This design comes from an exercise in tuning for small area and a short achievable clock period on the open sky130 flow, not from production work.
Only simulation tests tie the RTL to the original design; equivalence was not proved.
Power and IR drop assume default switching activity.

==> flow/design.v <==
`default_nettype none
package spq_pkg;
  localparam logic FUNC_ENQ = 1'b0;
  localparam logic FUNC_DEQ = 1'b1;
  localparam logic [1:0] STATUS_OK        = 2'd0;
  localparam logic [1:0] STATUS_DEQ_EMPTY = 2'd1;
  localparam logic [1:0] STATUS_ENQ_FULL  = 2'd2;
  localparam int unsigned PRIO_W  = 16;
  localparam int unsigned TAG_W   = 16;
  localparam int unsigned FILL_W  = 5;
  typedef struct packed {
    logic enq;
    logic deq;
  } spq_ctrl_t;
endpackage
`default_nettype wire
`default_nettype none
module spq_cmp16
(
  input  wire logic [15:0] a_n_i,
  input  wire logic [15:0] b_i,
  output logic             lt_n_o    
);
  logic [15:0] lt0_n, gt0;
  logic [7:0]  lt1, gt1_n;
  logic [3:0]  lt2_n, gt2;
  logic [1:0]  lt3, gt3_n;
  logic        lt4_n, gt4;
  for (genvar k = 0; k < 16; k++) begin : g_l0
    spq_cmp_leaf u_leaf (.a_n_i(a_n_i[k]), .b_i(b_i[k]), .lt_n_o(lt0_n[k]), .gt_o(gt0[k]));
  end
  for (genvar k = 0; k < 8; k++) begin : g_l1
    spq_cmp_pos u_node (.lt_n_hi_i(lt0_n[2*k+1]), .gt_hi_i(gt0[2*k+1]),
                        .lt_n_lo_i(lt0_n[2*k]),   .gt_lo_i(gt0[2*k]),
                        .lt_o(lt1[k]), .gt_n_o(gt1_n[k]));
  end
  for (genvar k = 0; k < 4; k++) begin : g_l2
    spq_cmp_neg u_node (.lt_hi_i(lt1[2*k+1]), .gt_n_hi_i(gt1_n[2*k+1]),
                        .lt_lo_i(lt1[2*k]),   .gt_n_lo_i(gt1_n[2*k]),
                        .lt_n_o(lt2_n[k]), .gt_o(gt2[k]));
  end
  for (genvar k = 0; k < 2; k++) begin : g_l3
    spq_cmp_pos u_node (.lt_n_hi_i(lt2_n[2*k+1]), .gt_hi_i(gt2[2*k+1]),
                        .lt_n_lo_i(lt2_n[2*k]),   .gt_lo_i(gt2[2*k]),
                        .lt_o(lt3[k]), .gt_n_o(gt3_n[k]));
  end
  spq_cmp_neg u_root (.lt_hi_i(lt3[1]), .gt_n_hi_i(gt3_n[1]),
                      .lt_lo_i(lt3[0]), .gt_n_lo_i(gt3_n[0]),
                      .lt_n_o(lt4_n), .gt_o(gt4));
  assign lt_n_o = lt4_n;
endmodule
module spq_cmp_leaf
(
  input  wire logic a_n_i,
  input  wire logic b_i,
  output logic      lt_n_o,
  output logic      gt_o
);
  assign lt_n_o = !(a_n_i && b_i);
  assign gt_o   = !(a_n_i || b_i);
endmodule
module spq_cmp_pos
(
  input  wire logic lt_n_hi_i,
  input  wire logic gt_hi_i,
  input  wire logic lt_n_lo_i,
  input  wire logic gt_lo_i,
  output logic      lt_o,
  output logic      gt_n_o
);
  assign lt_o   = !(lt_n_hi_i && (gt_hi_i || lt_n_lo_i));
  assign gt_n_o = !(gt_hi_i || (lt_n_hi_i && gt_lo_i));
endmodule
module spq_cmp_neg
(
  input  wire logic lt_hi_i,
  input  wire logic gt_n_hi_i,
  input  wire logic lt_lo_i,
  input  wire logic gt_n_lo_i,
  output logic      lt_n_o,
  output logic      gt_o
);
  assign lt_n_o = !(lt_hi_i || (gt_n_hi_i && lt_lo_i));
  assign gt_o   = !(gt_n_hi_i && (lt_hi_i || gt_n_lo_i));
endmodule
`default_nettype wire
`default_nettype none
module sorted_priority_queue_unit
#(
  parameter int unsigned DEPTH = 16
) (
  input  wire logic              clk_i,
  input  wire logic              rst_ni,
  input  wire logic              req_valid_i,
  output logic                   req_stall_o,
  input  wire logic              func_i,
  input  wire logic [spq_pkg::PRIO_W-1:0] priority_req_i,
  input  wire logic [spq_pkg::TAG_W-1:0]  item_tag_i,
  output logic                   rsp_valid_o,
  input  wire logic              rsp_stall_i,
  output logic                   out_valid_o,
  output logic [spq_pkg::PRIO_W-1:0]      out_priority_o,
  output logic [spq_pkg::TAG_W-1:0]       out_tag_o,
  output logic [1:0]             status_o,
  output logic [spq_pkg::FILL_W-1:0]      fill_count_o,
  output logic                   is_empty_o
);
  localparam int unsigned CNT_W = $clog2(DEPTH + 1);
  logic [CNT_W-1:0] count_q, count_d;
  logic             empty_q;    
  logic             accept, full, empty, enq, deq, enq_ok, deq_ok;
  logic                       pend_enq_q, pend_deq_q, apply_deq;
  logic [spq_pkg::PRIO_W-1:0] pend_prio_q;
  logic [spq_pkg::TAG_W-1:0]  pend_tag_q;
  logic [DEPTH-1:0] occ_q, occ_d;
  logic [spq_pkg::PRIO_W-1:0] cell_prio_n [DEPTH];    
  logic [spq_pkg::TAG_W-1:0]  cell_tag  [DEPTH];
  logic [DEPTH+1:0]  ins_x;     
  logic [DEPTH+1:0]  ge_req_x;  
  logic [1:0]        pend_ge_req;  
  logic                   rsp_valid_q;
  logic                   res_valid_q;
  logic [1:0]             res_status_q, res_status_d;
  logic [spq_pkg::FILL_W-1:0]      res_fill_q;
  logic                   res_empty_q;
  logic [spq_pkg::PRIO_W-1:0]      res_prio_q;
  logic [spq_pkg::TAG_W-1:0]       res_tag_q;
  logic [spq_pkg::PRIO_W-1:0]      cell_prio_n_d [DEPTH];    
  logic [spq_pkg::TAG_W-1:0]       cell_tag_d    [DEPTH];
  assign req_stall_o = rsp_valid_q && rsp_stall_i;
  assign accept      = req_valid_i && !req_stall_o;
  assign enq         = accept && (func_i == spq_pkg::FUNC_ENQ);
  assign deq         = accept && (func_i == spq_pkg::FUNC_DEQ);
  assign full        = count_q[CNT_W-1];
  assign empty       = empty_q;
  assign enq_ok      = enq && !full;
  assign deq_ok      = deq && !empty;
  assign apply_deq   = pend_deq_q;
  assign ins_x[0]          = 1'b0;
  assign ins_x[DEPTH+1]    = 1'b1;
  assign ge_req_x[0]       = 1'b1;
  assign ge_req_x[DEPTH+1] = 1'b1;
  for (genvar c = 0; c < 2; c++) begin : g_pend_cmp
    spq_cmp16 u_pend_cmp (
      .a_n_i  (~pend_prio_q),
      .b_i    (priority_req_i),
      .lt_n_o (pend_ge_req[c])
    );
  end
  for (genvar i = 0; i < DEPTH; i++) begin : g_cell
    logic [spq_pkg::PRIO_W-1:0] left_prio_n, right_prio_n;
    logic [spq_pkg::TAG_W-1:0]  left_tag, right_tag;
    logic ins_l, ins_c, lt_c;
    assign ins_x[i+1] = !occ_q[i] || lt_c;
    assign ins_l = ins_x[i];
    assign ins_c = ins_x[i+1];
    if (i == 0) begin : g_head
      assign left_prio_n = '1;
      assign left_tag  = '0;
    end else begin : g_body
      assign left_prio_n = cell_prio_n[i-1];
      assign left_tag  = cell_tag[i-1];
    end
    if (i == DEPTH - 1) begin : g_tail
      assign right_prio_n = '1;
      assign right_tag  = '0;
    end else begin : g_inner
      assign right_prio_n = cell_prio_n[i+1];
      assign right_tag  = cell_tag[i+1];
    end
    logic                       sel_keep, sel_left, sel_right, sel_new;
    logic [spq_pkg::PRIO_W-1:0] prio_n_q;
    logic [spq_pkg::TAG_W-1:0]  tag_q;
    logic                       lt_q;
    assign sel_keep  = !(pend_enq_q && ins_c) && !apply_deq;
    assign sel_left  = pend_enq_q && ins_l;
    assign sel_right = apply_deq;
    assign sel_new   = pend_enq_q && ins_c && !ins_l;
    assign cell_prio_n_d[i] = ({spq_pkg::PRIO_W{sel_keep}}  & prio_n_q)
                            | ({spq_pkg::PRIO_W{sel_left}}  & left_prio_n)
                            | ({spq_pkg::PRIO_W{sel_right}} & right_prio_n)
                            | ({spq_pkg::PRIO_W{sel_new}}   & ~pend_prio_q);
    assign cell_tag_d[i]    = ({spq_pkg::TAG_W{sel_keep}}   & tag_q)
                            | ({spq_pkg::TAG_W{sel_left}}   & left_tag)
                            | ({spq_pkg::TAG_W{sel_right}}  & right_tag)
                            | ({spq_pkg::TAG_W{sel_new}}    & pend_tag_q);
    spq_cmp16 u_cmp (
      .a_n_i (prio_n_q),
      .b_i   (priority_req_i),
      .lt_n_o (ge_req_x[i+1])
    );
    always_ff @(posedge clk_i) begin
      prio_n_q <= cell_prio_n_d[i];
      tag_q    <= cell_tag_d[i];
      lt_q     <= (sel_keep  & !ge_req_x[i+1])
                | (sel_left  & !ge_req_x[i])
                | (sel_right & !ge_req_x[i+2])
                | (sel_new   & !pend_ge_req[i / (DEPTH / 2)]);
    end
    assign lt_c           = lt_q;
    assign cell_prio_n[i] = prio_n_q;
    assign cell_tag[i]    = tag_q;
  end
  always_comb begin
    occ_d = occ_q;
    if (pend_enq_q) begin
      occ_d = {occ_q[DEPTH-2:0], 1'b1};
    end else if (apply_deq) begin
      occ_d = {1'b0, occ_q[DEPTH-1:1]};
    end
  end
  always_ff @(posedge clk_i or negedge rst_ni) begin
    if (!rst_ni) begin
      occ_q      <= '0;
      pend_enq_q <= 1'b0;
      pend_deq_q <= 1'b0;
    end else begin
      occ_q      <= occ_d;
      pend_enq_q <= enq_ok;
      pend_deq_q <= deq_ok;
    end
  end
  always_ff @(posedge clk_i) begin
    pend_prio_q <= priority_req_i;
    pend_tag_q  <= item_tag_i;
  end
  logic [CNT_W-1:0] count_inc, count_dec;
  logic             empty_d;
  assign count_inc = count_q + 1'b1;
  assign count_dec = count_q - 1'b1;
  always_comb begin
    count_d = count_q;
    empty_d = empty;
    if (enq_ok) begin
      count_d = count_inc;
      empty_d = 1'b0;
    end else if (deq_ok) begin
      count_d = count_dec;
      empty_d = (count_q == CNT_W'(1));
    end
  end
  always_ff @(posedge clk_i or negedge rst_ni) begin
    if (!rst_ni) begin
      count_q <= '0;
      empty_q <= 1'b1;
    end else begin
      count_q <= count_d;
      empty_q <= empty_d;
    end
  end
  always_comb begin
    res_status_d = spq_pkg::STATUS_OK;
    if (enq && full) begin
      res_status_d = spq_pkg::STATUS_ENQ_FULL;
    end else if (deq && empty) begin
      res_status_d = spq_pkg::STATUS_DEQ_EMPTY;
    end
  end
  always_ff @(posedge clk_i or negedge rst_ni) begin
    if (!rst_ni) begin
      rsp_valid_q <= 1'b0;
    end else if (accept) begin
      rsp_valid_q <= 1'b1;
    end else if (!rsp_stall_i) begin
      rsp_valid_q <= 1'b0;
    end
  end
  always_ff @(posedge clk_i) begin
    if (accept) begin
      res_valid_q  <= deq_ok;
      res_prio_q   <= deq_ok ? ~cell_prio_n_d[0] : '0;
      res_tag_q    <= deq_ok ? cell_tag_d[0] : '0;
      res_status_q <= res_status_d;
      res_fill_q   <= count_d;
      res_empty_q  <= empty_d;
    end
  end
  assign rsp_valid_o    = rsp_valid_q;
  assign out_valid_o    = res_valid_q;
  assign out_priority_o = res_prio_q;
  assign out_tag_o      = res_tag_q;
  assign status_o       = res_status_q;
  assign fill_count_o   = res_fill_q;
  assign is_empty_o     = res_empty_q;
endmodule
`default_nettype wire
make LEC_CHECK=0 CAP_MARGIN=20 CORE_MARGIN=2 CORE_UTILIZATION=40 CTS_BUF_LIST=sky130_fd_sc_hd__clkbuf_16 CTS_CLUSTER_DIAMETER=60 CTS_CLUSTER_SIZE=24 PLACE_DENSITY=0.75 SETUP_SLACK_MARGIN=1.75 SLEW_MARGIN=20 SYNTH_HIERARCHICAL=1 SYNTH_MINIMUM_KEEP_SIZE=0 finish   # period 3.6 ns
run.sh (not shown) runs the stock make flow with config.mk's settings and CLKGATE_MAP_FILE= SYNTH_SCRIPT=/design/flow/synth_recipe.tcl, a recipe that flattens the netlist after the stock synthesis.
The first run completed without violations.
Edit:
--- a/flow/design.v
+++ b/flow/design.v
@@ -19,7 +19,7 @@
 (
   input  wire logic [15:0] a_n_i,
   input  wire logic [15:0] b_i,
-  output logic             lt_n_o    
+  output logic             lt_o
 );
   logic [15:0] lt0_n, gt0;
   logic [7:0]  lt1, gt1_n;
@@ -47,7 +47,7 @@
   spq_cmp_neg u_root (.lt_hi_i(lt3[1]), .gt_n_hi_i(gt3_n[1]),
                       .lt_lo_i(lt3[0]), .gt_n_lo_i(gt3_n[0]),
                       .lt_n_o(lt4_n), .gt_o(gt4));
-  assign lt_n_o = lt4_n;
+  assign lt_o = !lt4_n;
 endmodule
 module spq_cmp_leaf
 (
@@ -116,8 +116,8 @@
   logic [spq_pkg::PRIO_W-1:0] cell_prio_n [DEPTH];    
   logic [spq_pkg::TAG_W-1:0]  cell_tag  [DEPTH];
   logic [DEPTH+1:0]  ins_x;     
-  logic [DEPTH+1:0]  ge_req_x;  
-  logic [1:0]        pend_ge_req;  
+  logic [DEPTH+1:0]  lt_req_x;  
+  logic              pend_lt_req;
   logic                   rsp_valid_q;
   logic                   res_valid_q;
   logic [1:0]             res_status_q, res_status_d;
@@ -138,15 +138,13 @@
   assign apply_deq   = pend_deq_q;
   assign ins_x[0]          = 1'b0;
   assign ins_x[DEPTH+1]    = 1'b1;
-  assign ge_req_x[0]       = 1'b1;
-  assign ge_req_x[DEPTH+1] = 1'b1;
-  for (genvar c = 0; c < 2; c++) begin : g_pend_cmp
-    spq_cmp16 u_pend_cmp (
-      .a_n_i  (~pend_prio_q),
-      .b_i    (priority_req_i),
-      .lt_n_o (pend_ge_req[c])
-    );
-  end
+  assign lt_req_x[0]       = 1'b0;
+  assign lt_req_x[DEPTH+1] = 1'b0;
+  spq_cmp16 u_pend_cmp (
+    .a_n_i (~pend_prio_q),
+    .b_i   (priority_req_i),
+    .lt_o  (pend_lt_req)
+  );
   for (genvar i = 0; i < DEPTH; i++) begin : g_cell
     logic [spq_pkg::PRIO_W-1:0] left_prio_n, right_prio_n;
     logic [spq_pkg::TAG_W-1:0]  left_tag, right_tag;
@@ -187,15 +185,15 @@
     spq_cmp16 u_cmp (
       .a_n_i (prio_n_q),
       .b_i   (priority_req_i),
-      .lt_n_o (ge_req_x[i+1])
+      .lt_o  (lt_req_x[i+1])
     );
     always_ff @(posedge clk_i) begin
       prio_n_q <= cell_prio_n_d[i];
       tag_q    <= cell_tag_d[i];
-      lt_q     <= (sel_keep  & !ge_req_x[i+1])
-                | (sel_left  & !ge_req_x[i])
-                | (sel_right & !ge_req_x[i+2])
-                | (sel_new   & !pend_ge_req[i / (DEPTH / 2)]);
+      lt_q     <= (sel_keep  & lt_req_x[i+1])
+                | (sel_left  & lt_req_x[i])
+                | (sel_right & lt_req_x[i+2])
+                | (sel_new   & pend_lt_req);
     end
     assign lt_c           = lt_q;
     assign cell_prio_n[i] = prio_n_q;
Effect: The new run went through all stages and came out clean; clock-buffer cell count shrinks by 3; final area drops by 2.2%; sequential share of layout area rises by 0.85 points; power came out lower by 0.98%; critical path depth went up by 9; worst setup slack loses 0.035 ns; via count falls by 3.1%; register-to-register slack loses 0.04 ns; fmax is lower by 1.8%; core utilization came out lower by 0.62 points; die area goes down by 1.6%; wire length came out lower by 3.7%; worst hold slack degrades by 0.068 ns.

==> port drivers added, routing unchanged <==
How much do the figures lean on ideal ports? The routed layouts below were timed once more, with nothing changed but the port constraints. Step 1 (the two cells are an assumption about what drives the block):
set clk [get_ports {clk_i}]
set_driving_cell -lib_cell sky130_fd_sc_hd__clkbuf_16 $clk
set_driving_cell -lib_cell sky130_fd_sc_hd__buf_2 [delete_from_list [all_inputs] $clk]
Step 2 moves the port delays by t, midway between the first and last clock arrival at a register: inputs arrive t later, outputs are due t later. That takes back most of the time a late clock gives input paths. a / b / c = no drivers / after step 1 / after step 2; a / b = the first two.
| run | shift t [ns] | setup WS [ns] | worst register clock-pin slew, ns |
|---|---|---|---|
| the first run | 0.672 | 1.643 / 1.578 / 1.034 | 0.10 / 0.10 |
| the second run | 0.648 | 1.608 / 1.598 / 0.973 | 0.10 / 0.10 |
After both steps setup and hold are still met in every run listed. For the second run, which loses most, drivers alone change the setup slack by -0.010 ns; drivers and shift together by -0.635 ns.
